What follows belongs to an exercise in optimizing a design on an open flow for small area, a short achievable clock period and few clock cycles; a production flow would make more cautious choices. Function was checked by simulation only, so behaviour that the tests miss may differ from the original. No activity file was given, so power comes from the tool's default toggle rates.

==> inputs of v39 <==
==> flow/design.v (excerpt) <==
module bitmap_slot_allocator_core
#(
    parameter int SLOTS = bsa_pkg::SLOTS_DEFAULT
)
(
    input  wire logic                                 clk,
    input  wire logic                                 rst_n,
    input  wire logic                                 s_tvalid,
    output logic                                      s_tready,
    input  wire logic [bsa_pkg::IN_TDATA_W-1:0]       s_tdata,
    input  wire logic                                 s_tuser,
    output logic                                      m_tvalid,
    input  wire logic                                 m_tready,
    output logic [bsa_pkg::OUT_TDATA_W-1:0]           m_tdata,
    input  wire logic                                 cfg_we,
    input  wire logic [bsa_pkg::CFG_INDEX_W-1:0]      cfg_index,
    input  wire logic [bsa_pkg::CFG_DATA_W-1:0]       cfg_data
);
    localparam logic [8:0] DIV_CUT = 9'b1_1111_1110;
    logic [47:0] base_q;
    logic [15:0] sb_q;
    logic [23:0] base_hi1_q;     
    always_ff @(posedge clk or negedge rst_n)
    begin
        if (!rst_n)
        begin
            base_q     <= '0;
            base_hi1_q <= 24'd1;
            sb_q       <= bsa_pkg::SLOT_BYTES_RESET;
        end
        else if (cfg_we)
        begin
            if (cfg_index == 1'b0)
            begin
                base_q     <= cfg_data[47:0];
                base_hi1_q <= {1'b0, cfg_data[47:25]} + 24'd1;
            end
            else
                sb_q <= cfg_data[15:0];
        end
    end
    logic o_v;
    logic en;
    assign en = !o_v || m_tready;
    logic        a_v;
    logic [1:0]  a_k;
    logic [24:0] a_lo;
    logic        a_b;
    logic        a_eq0;
    logic        a_eq1;
    logic        a_load;
    logic [48:0] in_addr;
    logic [25:0] in_diff;
    logic [26:0] in_diff_c;
    logic [23:0] base_hi;
    logic [23:0] base_hi1;
    assign in_addr  = s_tdata[64:16];
    assign in_diff_c = bsa_pkg::add26({1'b0, in_addr[24:0]}, ~{1'b0, base_q[24:0]}, 1'b1);
    assign in_diff  = in_diff_c[25:0];
    assign base_hi  = {1'b0, base_q[47:25]};
    assign base_hi1 = base_hi1_q;
    logic [1:0]  in_k;
    logic [27:0] in_f;
    assign in_k = s_tuser ? bsa_pkg::K_FREE
                          : ((s_tdata[15:0] == sb_q) ? bsa_pkg::K_ALLOC : bsa_pkg::K_MISMATCH);
    assign in_f = {in_diff[24:0], in_diff[25], (in_addr[48:25] == base_hi), (in_addr[48:25] == base_hi1)};
  ...
clock: 7.0 ns
lec_check: 0
cap_margin: 20
core_margin: 2
core_utilization: 65
setup_slack_margin: 3.4
slew_margin: 20
run.sh (not shown) runs the stock make flow with config.mk's settings and CLKGATE_MAP_FILE= SYNTH_SCRIPT=/design/flow/synth_recipe.tcl, a recipe that flattens the netlist after the stock synthesis.
==> v23: changes against v39 <==
--- a/flow/design.v
+++ b/flow/design.v
@@ -331,13 +331,13 @@
     assign qw       = b_q[8:5];
     assign qb       = b_q[4:0];
     always_comb
     begin
         word_q = '0;
         for (int w = 0; w < 16; w++)
-            if ((is_alloc ? fw[w] : (qw == 4'(w))) && wvld_q[w]) word_q = word_q | used_q[w];
+            if ((qw == 4'(w)) && wvld_q[w]) word_q = used_q[w];
     end
     assign used_bit = word_q[qb];
     assign word     = is_alloc ? cand_word : word_q;
     assign rw       = is_alloc ? cand_w : qw;
     assign rb       = is_alloc ? cand_b : qb;
     assign rb_dec   = 32'd1 << rb;
@@ -389,13 +389,15 @@
         end
         none_b = none;
     end
     always_comb
     begin
         logic all1;
-        word_b = word_q;
+        word_b = '0;
+        for (int w = 0; w < 16; w++)
+            if (fw[w] && wvld_q[w]) word_b = word_b | used_q[w];
         all1     = 1'b1;
         lz_b_idx = '0;
         for (int b = 0; b < 32; b++)
         begin
             if (!word_b[b] && all1) lz_b_idx = lz_b_idx | 5'(b);
             all1 = all1 && word_b[b];
--- a/flow/config.mk
+++ b/flow/config.mk
@@ -5,8 +5,8 @@
 export SDC_FILE = /design/flow/constraint.sdc
 export NUM_CORES = 4
 export LEC_CHECK = 0
 export CAP_MARGIN = 20
 export CORE_MARGIN = 2
 export CORE_UTILIZATION = 65
-export SETUP_SLACK_MARGIN = 3.4
+export SETUP_SLACK_MARGIN = 3.0
 export SLEW_MARGIN = 20
==> comparison table <==
metric                                                      v39             v23
Outcome                                          finished clean  finished clean
Routed length on met1                                 71,200 µm       69,000 µm
Share of synthesized area spent on multiplexers          0.0497          0.0455
Post-route worst hold slack                            0.415 ns        0.417 ns
Post-detailed-route via-to-cell ratio                      6.91            7.05
Setup WS post-layout                                    2.55 ns         2.85 ns
Mapped Area                                          0.0601 mm²      0.0602 mm²
Seq pwr                                                0.0118 W        0.0119 W
Global routing usage on met2                              0.677           0.640
Reg2Reg Setup Slack                                     2.55 ns         2.85 ns
Power of the combinational group                       0.0206 W        0.0162 W
Post-layout utilization of the core                       0.838           0.785
Initial antenna violation count                              12               6
Total Routed Length                                  216,000 µm      204,000 µm
Routed length per instance                              29.9 µm         29.9 µm
Register-to-Register Path Depth                              16               9
Height of the die                                        308 µm          308 µm
Worst-case vdd ir drop                                 0.610 mV        0.312 mV
Placement Setup Slack                                   1.33 ns         1.44 ns
Syn nets                                                  5,620           5,644
Clock group total power                               0.00621 W       0.00643 W
PD cells                                             503 mW/mm²      480 mW/mm²
Final-layout clock buffer total                             152             143
Multi-input gate area                                0.0288 mm²      0.0274 mm²
Testbench counts of v39, summed over its fixed seeds: cycles 12,324.
Testbench counts of v23, summed over its fixed seeds: cycles 12,324.


==> trial 5 <==
bitmap_slot_allocator_core, a different RTL version from the one above (not shown whole).
// bitmap_slot_allocator_core
module bitmap_slot_allocator_core
#(
    parameter int SLOTS = bsa_pkg::SLOTS_DEFAULT
)
(
    input  wire logic                                 clk,
    input  wire logic                                 rst_n,
    input  wire logic                                 s_tvalid,
    output logic                                      s_tready,
    input  wire logic [bsa_pkg::IN_TDATA_W-1:0]       s_tdata,
    input  wire logic                                 s_tuser,
    output logic                                      m_tvalid,
    input  wire logic                                 m_tready,
    output logic [bsa_pkg::OUT_TDATA_W-1:0]           m_tdata,
    input  wire logic                                 cfg_we,
    input  wire logic [bsa_pkg::CFG_INDEX_W-1:0]      cfg_index,
    input  wire logic [bsa_pkg::CFG_DATA_W-1:0]       cfg_data
);
    localparam logic [8:0] DIV_CUT = 9'b1_1111_1110;
    logic [47:0] base_q;
    logic [15:0] sb_q;
    logic [23:0] base_hi1_q;     
    always_ff @(posedge clk or negedge rst_n)
    begin
        if (!rst_n)
        begin
            base_q     <= '0;
            base_hi1_q <= 24'd1;
            sb_q       <= bsa_pkg::SLOT_BYTES_RESET;
        end
        else if (cfg_we)
        begin
            if (cfg_index == 1'b0)
            begin
                base_q     <= cfg_data[47:0];
                base_hi1_q <= {1'b0, cfg_data[47:25]} + 24'd1;
            end
            else
                sb_q <= cfg_data[15:0];
        end
    end
    logic o_v;
    logic en;
    assign en = !o_v || m_tready;
    logic        a_v;
    logic [1:0]  a_k;
  ...
==> flow/config.mk <==
export PLATFORM = sky130hd
export DESIGN_NAME = bitmap_slot_allocator_core
export DESIGN_NICKNAME = bitmap_slot_allocator_core
export VERILOG_FILES = /design/flow/design.v
export SDC_FILE = /design/flow/constraint.sdc
export NUM_CORES = 4
export LEC_CHECK = 0
export CAP_MARGIN = 20
export CORE_MARGIN = 2
export CORE_UTILIZATION = 40
export SETUP_SLACK_MARGIN = 3.0
export SLEW_MARGIN = 20
==> flow/constraint.sdc <==
create_clock -name core_clock -period 7.0 [get_ports {clk}]
set_input_delay 1.4000 -clock core_clock [delete_from_list [all_inputs] [get_ports {clk}]]
set_output_delay 1.4000 -clock core_clock [all_outputs]
set_load 0.01 [all_outputs]
==> build 26 (differences from trial 5) <==
--- a/flow/design.v
+++ b/flow/design.v
@@ -300,14 +300,17 @@
     logic [31:0] used_q [16];
     logic [15:0] wvld_q;
     logic [15:0] wfull_q;
     logic [3:0]  cand_w;
     logic [4:0]  cand_b;
     logic        cfull;
     logic [31:0] cand_word;
+    logic [15:0] wnf_q;          
+    logic [15:0] wfull_next;
+    logic [15:0] cw_next;
     logic        is_alloc;
     logic        is_free;
     logic        alloc_ok;
     logic        do_alloc;
     logic        do_free;
     logic [3:0]  qw;
     logic [4:0]  qb;
@@ -327,28 +330,28 @@
     assign do_free  = en && b_v && is_free;
     assign qw       = b_q[8:5];
     assign qb       = b_q[4:0];
     always_comb
     begin
         word_q = '0;
         for (int w = 0; w < 16; w++)
-            if ((qw == 4'(w)) && wvld_q[w]) word_q = used_q[w];
+            if ((is_alloc ? fw[w] : (qw == 4'(w))) && wvld_q[w]) word_q = word_q | used_q[w];
     end
     assign used_bit = word_q[qb];
     assign word     = is_alloc ? cand_word : word_q;
     assign rw       = is_alloc ? cand_w : qw;
     assign rb       = is_alloc ? cand_b : qb;
     assign rb_dec   = 32'd1 << rb;
     assign word_new = is_alloc ? (word | rb_dec) : (word & ~rb_dec);
     always_comb
     begin
         for (int w = 0; w < 16; w++)
             upd[w] = (do_alloc || do_free) && (rw == 4'(w));
     end
-    assign keep = wvld_q & ~upd;
+    assign keep = ~upd;
     always_ff @(posedge clk)
     begin
         for (int w = 0; w < 16; w++)
             used_q[w] <= ({32{upd[w]}} & word_new) | ({32{keep[w]}} & used_q[w]);
     end
     logic [31:0] wa_new;
     logic        za;
@@ -375,51 +378,63 @@
     always_comb
     begin
         logic none;
         none   = 1'b1;
         fw_idx = '0;
         for (int w = 0; w < 16; w++)
         begin
-            nf[w] = !wfull_q[w] && (cand_w != 4'(w));
+            nf[w] = wnf_q[w];
             fw[w] = nf[w] && none;
             none  = none && !nf[w];
             if (fw[w]) fw_idx = fw_idx | 4'(w);
         end
         none_b = none;
     end
     always_comb
     begin
         logic all1;
-        word_b = '0;
-        for (int w = 0; w < 16; w++)
-            if (fw[w] && wvld_q[w]) word_b = word_b | used_q[w];
+        word_b = word_q;
         all1     = 1'b1;
         lz_b_idx = '0;
         for (int b = 0; b < 32; b++)
         begin
             if (!word_b[b] && all1) lz_b_idx = lz_b_idx | 5'(b);
             all1 = all1 && word_b[b];
         end
     end
+    always_comb
+    begin
+        for (int w = 0; w < 16; w++)
+            wfull_next[w] = upd[w] ? (is_alloc && !za) : wfull_q[w];
+        cw_next = 16'd1 << cand_w;
+        if (do_alloc)
+        begin
+            if (!za)
+                cw_next = fw;
+        end
+        else if (do_free && (cfull || (b_q < {cand_w, cand_b})))
+            cw_next = 16'd1 << qw;
+    end
     always_ff @(posedge clk or negedge rst_n)
     begin
         if (!rst_n)
         begin
             wvld_q    <= '0;
             wfull_q   <= '0;
             cand_w    <= '0;
             cand_b    <= '0;
             cfull     <= 1'b0;
             cand_word <= '0;
+            wnf_q     <= 16'hFFFE;
         end
         else
         begin
-            wvld_q <= wvld_q | upd;
-            for (int w = 0; w < 16; w++)
-                if (upd[w]) wfull_q[w] <= is_alloc && !za;
+            wvld_q  <= wvld_q | upd;
+            wfull_q <= wfull_next;
+            wnf_q   <= ~wfull_next & ~cw_next;
             if (do_alloc)
             begin
                 if (za)
                 begin
                     cand_b    <= lz_a_idx;
                     cand_word <= wa_new;
                 end
@@ -457,79 +472,68 @@
     assign l1b    = bsa_pkg::csa26(pp[3], pp[4], pp[5]);
     assign l1c    = bsa_pkg::csa26(pp[6], pp[7], pp[8]);
     assign l2a    = bsa_pkg::csa26(l1a[25:0], l1a[51:26], l1b[25:0]);
     assign l2b    = bsa_pkg::csa26(l1b[51:26], l1c[25:0], l1c[51:26]);
     assign l3     = bsa_pkg::csa26(l2a[25:0], l2a[51:26], l2b[25:0]);
     assign l4     = bsa_pkg::csa26(l3[25:0], l3[51:26], l2b[51:26]);
     assign l5     = bsa_pkg::csa26(l4[25:0], l4[51:26], {1'b0, base_q[24:0]});
-    logic [9:0]  cnt_q;
-    logic [9:0]  cnt_p1;
-    logic [9:0]  cnt_m1;
-    logic [9:0]  cnt_next;
-    logic        f_ok;
-    assign f_ok     = is_free && used_bit;
-    assign cnt_p1   = cnt_q + 10'd1;
-    assign cnt_m1   = cnt_q - 10'd1;
-    assign cnt_next = f_ok ? cnt_p1 : (alloc_ok ? cnt_m1 : cnt_q);
     logic        c_v;
-    logic [2:0]  c_st;
+    logic [1:0]  c_k;
+    logic        c_full;
+    logic        c_used;
     logic [8:0]  c_slot;
-    logic [9:0]  c_free;
-    logic        c_dec;
     logic [25:0] c_s;
     logic [25:0] c_c;
     always_ff @(posedge clk or negedge rst_n)
     begin
         if (!rst_n)
-        begin
-            cnt_q <= 10'd512;
-            c_v   <= 1'b0;
-        end
+            c_v <= 1'b0;
         else if (en)
-        begin
             c_v <= b_v;
-            if (b_v)
-                cnt_q <= cnt_next;
-        end
     end
     always_ff @(posedge clk)
     begin
         if (en)
         begin
-            c_free <= cnt_next;
-            c_dec  <= alloc_ok;
+            c_k    <= b_k;
+            c_full <= cfull;
+            c_used <= used_bit;
+            c_slot <= is_alloc ? {cand_w, cand_b} : b_q;
             c_s    <= l5[25:0];
             c_c    <= l5[51:26];
-            c_slot <= '0;
-            unique case (b_k)
-                bsa_pkg::K_ALLOC:
-                begin
-                    if (cfull)
-                        c_st <= bsa_pkg::ST_FULL;
-                    else
-                    begin
-                        c_st   <= bsa_pkg::ST_OK;
-                        c_slot <= {cand_w, cand_b};
-                    end
-                end
-                bsa_pkg::K_FREE:
-                begin
-                    if (used_bit)
-                    begin
-                        c_st   <= bsa_pkg::ST_OK;
-                        c_slot <= b_q;
-                    end
-                    else
-                        c_st <= bsa_pkg::ST_DOUBLE;
-                end
-                bsa_pkg::K_MISMATCH: c_st <= bsa_pkg::ST_MISMATCH;
-                default:             c_st <= bsa_pkg::ST_INVALID;
-            endcase
         end
     end
+    logic        c_aok;
+    logic        c_fok;
+    logic [2:0]  c_st;
+    logic [9:0]  cnt_q;
+    logic [9:0]  cnt_p1;
+    logic [9:0]  cnt_m1;
+    logic [9:0]  cnt_next;
+    assign c_aok    = (c_k == bsa_pkg::K_ALLOC) && !c_full;
+    assign c_fok    = (c_k == bsa_pkg::K_FREE) && c_used;
+    assign cnt_p1   = cnt_q + 10'd1;
+    assign cnt_m1   = cnt_q - 10'd1;
+    assign cnt_next = c_fok ? cnt_p1 : (c_aok ? cnt_m1 : cnt_q);
+    always_comb
+    begin
+        unique case (c_k)
+            bsa_pkg::K_ALLOC:    c_st = c_full ? bsa_pkg::ST_FULL : bsa_pkg::ST_OK;
+            bsa_pkg::K_FREE:     c_st = c_used ? bsa_pkg::ST_OK : bsa_pkg::ST_DOUBLE;
+            bsa_pkg::K_MISMATCH: c_st = bsa_pkg::ST_MISMATCH;
+            default:             c_st = bsa_pkg::ST_INVALID;
+        endcase
+    end
+    always_ff @(posedge clk or negedge rst_n)
+    begin
+        if (!rst_n)
+            cnt_q <= 10'd512;
+        else if (en && c_v)
+            cnt_q <= cnt_next;
+    end
     logic [26:0] lo_sum;
     logic [2:0]  o_st;
     logic [24:0] o_addr;
     logic        o_c;
     logic        o_dec;
     logic [8:0]  o_slot;
     logic [9:0]  o_free;
@@ -542,19 +546,19 @@
             o_v <= c_v;
     end
     always_ff @(posedge clk)
     begin
         if (en)
         begin
             o_st   <= c_st;
-            o_slot <= c_slot;
-            o_free <= c_free;
-            o_dec  <= c_dec;
+            o_slot <= (c_aok || c_fok) ? c_slot : '0;
+            o_free <= cnt_next;
+            o_dec  <= c_aok;
             o_c    <= lo_sum[25];
-            o_addr <= c_dec ? lo_sum[24:0] : '0;
+            o_addr <= c_aok ? lo_sum[24:0] : '0;
         end
     end
     logic [23:0] o_hi;
     assign o_hi     = o_dec ? (o_c ? base_hi1 : base_hi) : '0;
     assign m_tvalid = o_v;
     assign m_tdata  = {1'b0, o_free, o_slot, o_hi, o_addr, o_st};
 endmodule
==> flow/config.mk (replaced) <==
export PLATFORM = sky130hd
export DESIGN_NAME = bitmap_slot_allocator_core
export DESIGN_NICKNAME = bitmap_slot_allocator_core
export VERILOG_FILES = /design/flow/design.v
export SDC_FILE = /design/flow/constraint.sdc
export NUM_CORES = 4
export LEC_CHECK = 0
export CAP_MARGIN = 20
export CORE_MARGIN = 2
export CORE_UTILIZATION = 65
export SETUP_SLACK_MARGIN = 3.0
export SLEW_MARGIN = 20
==> qor summary <==
|  | trial 5 | build 26 |
|---|---|---|
| Result of the run | complete, no violations | complete, no violations |
| Post-synthesis share of cell area spent on and, or, nand and nor gates | 18.2% | 13.8% |
| Layout net count | 7,456 | 6,124 |
| Net load switching power | 15.2 mW | 14.2 mW |
| Placed cell count | 8,669 | 6,426 |
| Worst-case register-to-register setup slack | 2.52 ns | 2.67 ns |
| Leak Pwr | 29.2 nW | 27.8 nW |
| Switching portion of total power | 42.2% | 40.2% |
| GR met2 Demand/Resource | 44.8% | 63.7% |
| Area growth from synthesis to layout | 21.4% | 19.9% |
| DR vias/cell | 6.24 | 6.82 |
| Highest achievable clock rate | 0.223 GHz | 0.231 GHz |
| Area fraction of clock buffers and clock inverters | 5.87% | 5.33% |
| Power of the sequential group | 10.8 mW | 11.8 mW |
| Floorplan Core Area | 0.154 mm^2 | 0.0917 mm^2 |
| Register cell area after layout | 0.0272 mm^2 | 0.0324 mm^2 |
| H-tree levels | 4 | 3 |
| Fraction of the cycle the final worst path needs | 64.0% | 61.9% |
Testbench counts of trial 5, summed over its fixed seeds: cycles 12,324.
Testbench counts of build 26, summed over its fixed seeds: cycles 12,324.

## what the ideal ports hide
No port has a modelled driver above. Below, the same layouts with a new extraction and two added sets of constraints.
Step 1, drivers: a clkbuf_16 drives clk and a buf_2 each remaining input, both assumed.
Step 2 also shifts input and output timing later by t, the mid clock arrival at the registers, as if the neighbouring blocks saw the same clock.
a / b / c = ideal ports / drivers / drivers and shift; a / b = the first two.
run	shift t [ns]	setup slack, ns	worst hold slack (ns)	clock arrival spread, ns	cell pins on the clock port's net
v39	0.809	2.551 / 2.551 / 2.449	0.415 / 0.415 / 0.415	0.038 / 0.038	1
v23	0.802	2.852 / 2.852 / 2.253	0.417 / 0.417 / 0.417	0.046 / 0.045	1
trial 5	0.867	2.517 / 2.517 / 2.297	0.409 / 0.409 / 0.409	0.044 / 0.044	1
build 26	0.796	2.667 / 2.667 / 2.273	0.411 / 0.411 / 0.411	0.054 / 0.053	1
After both steps every run listed still meets setup and hold. The setup slack of v23, which loses most, moves by 0.000 ns with the drivers and by -0.599 ns with both steps.
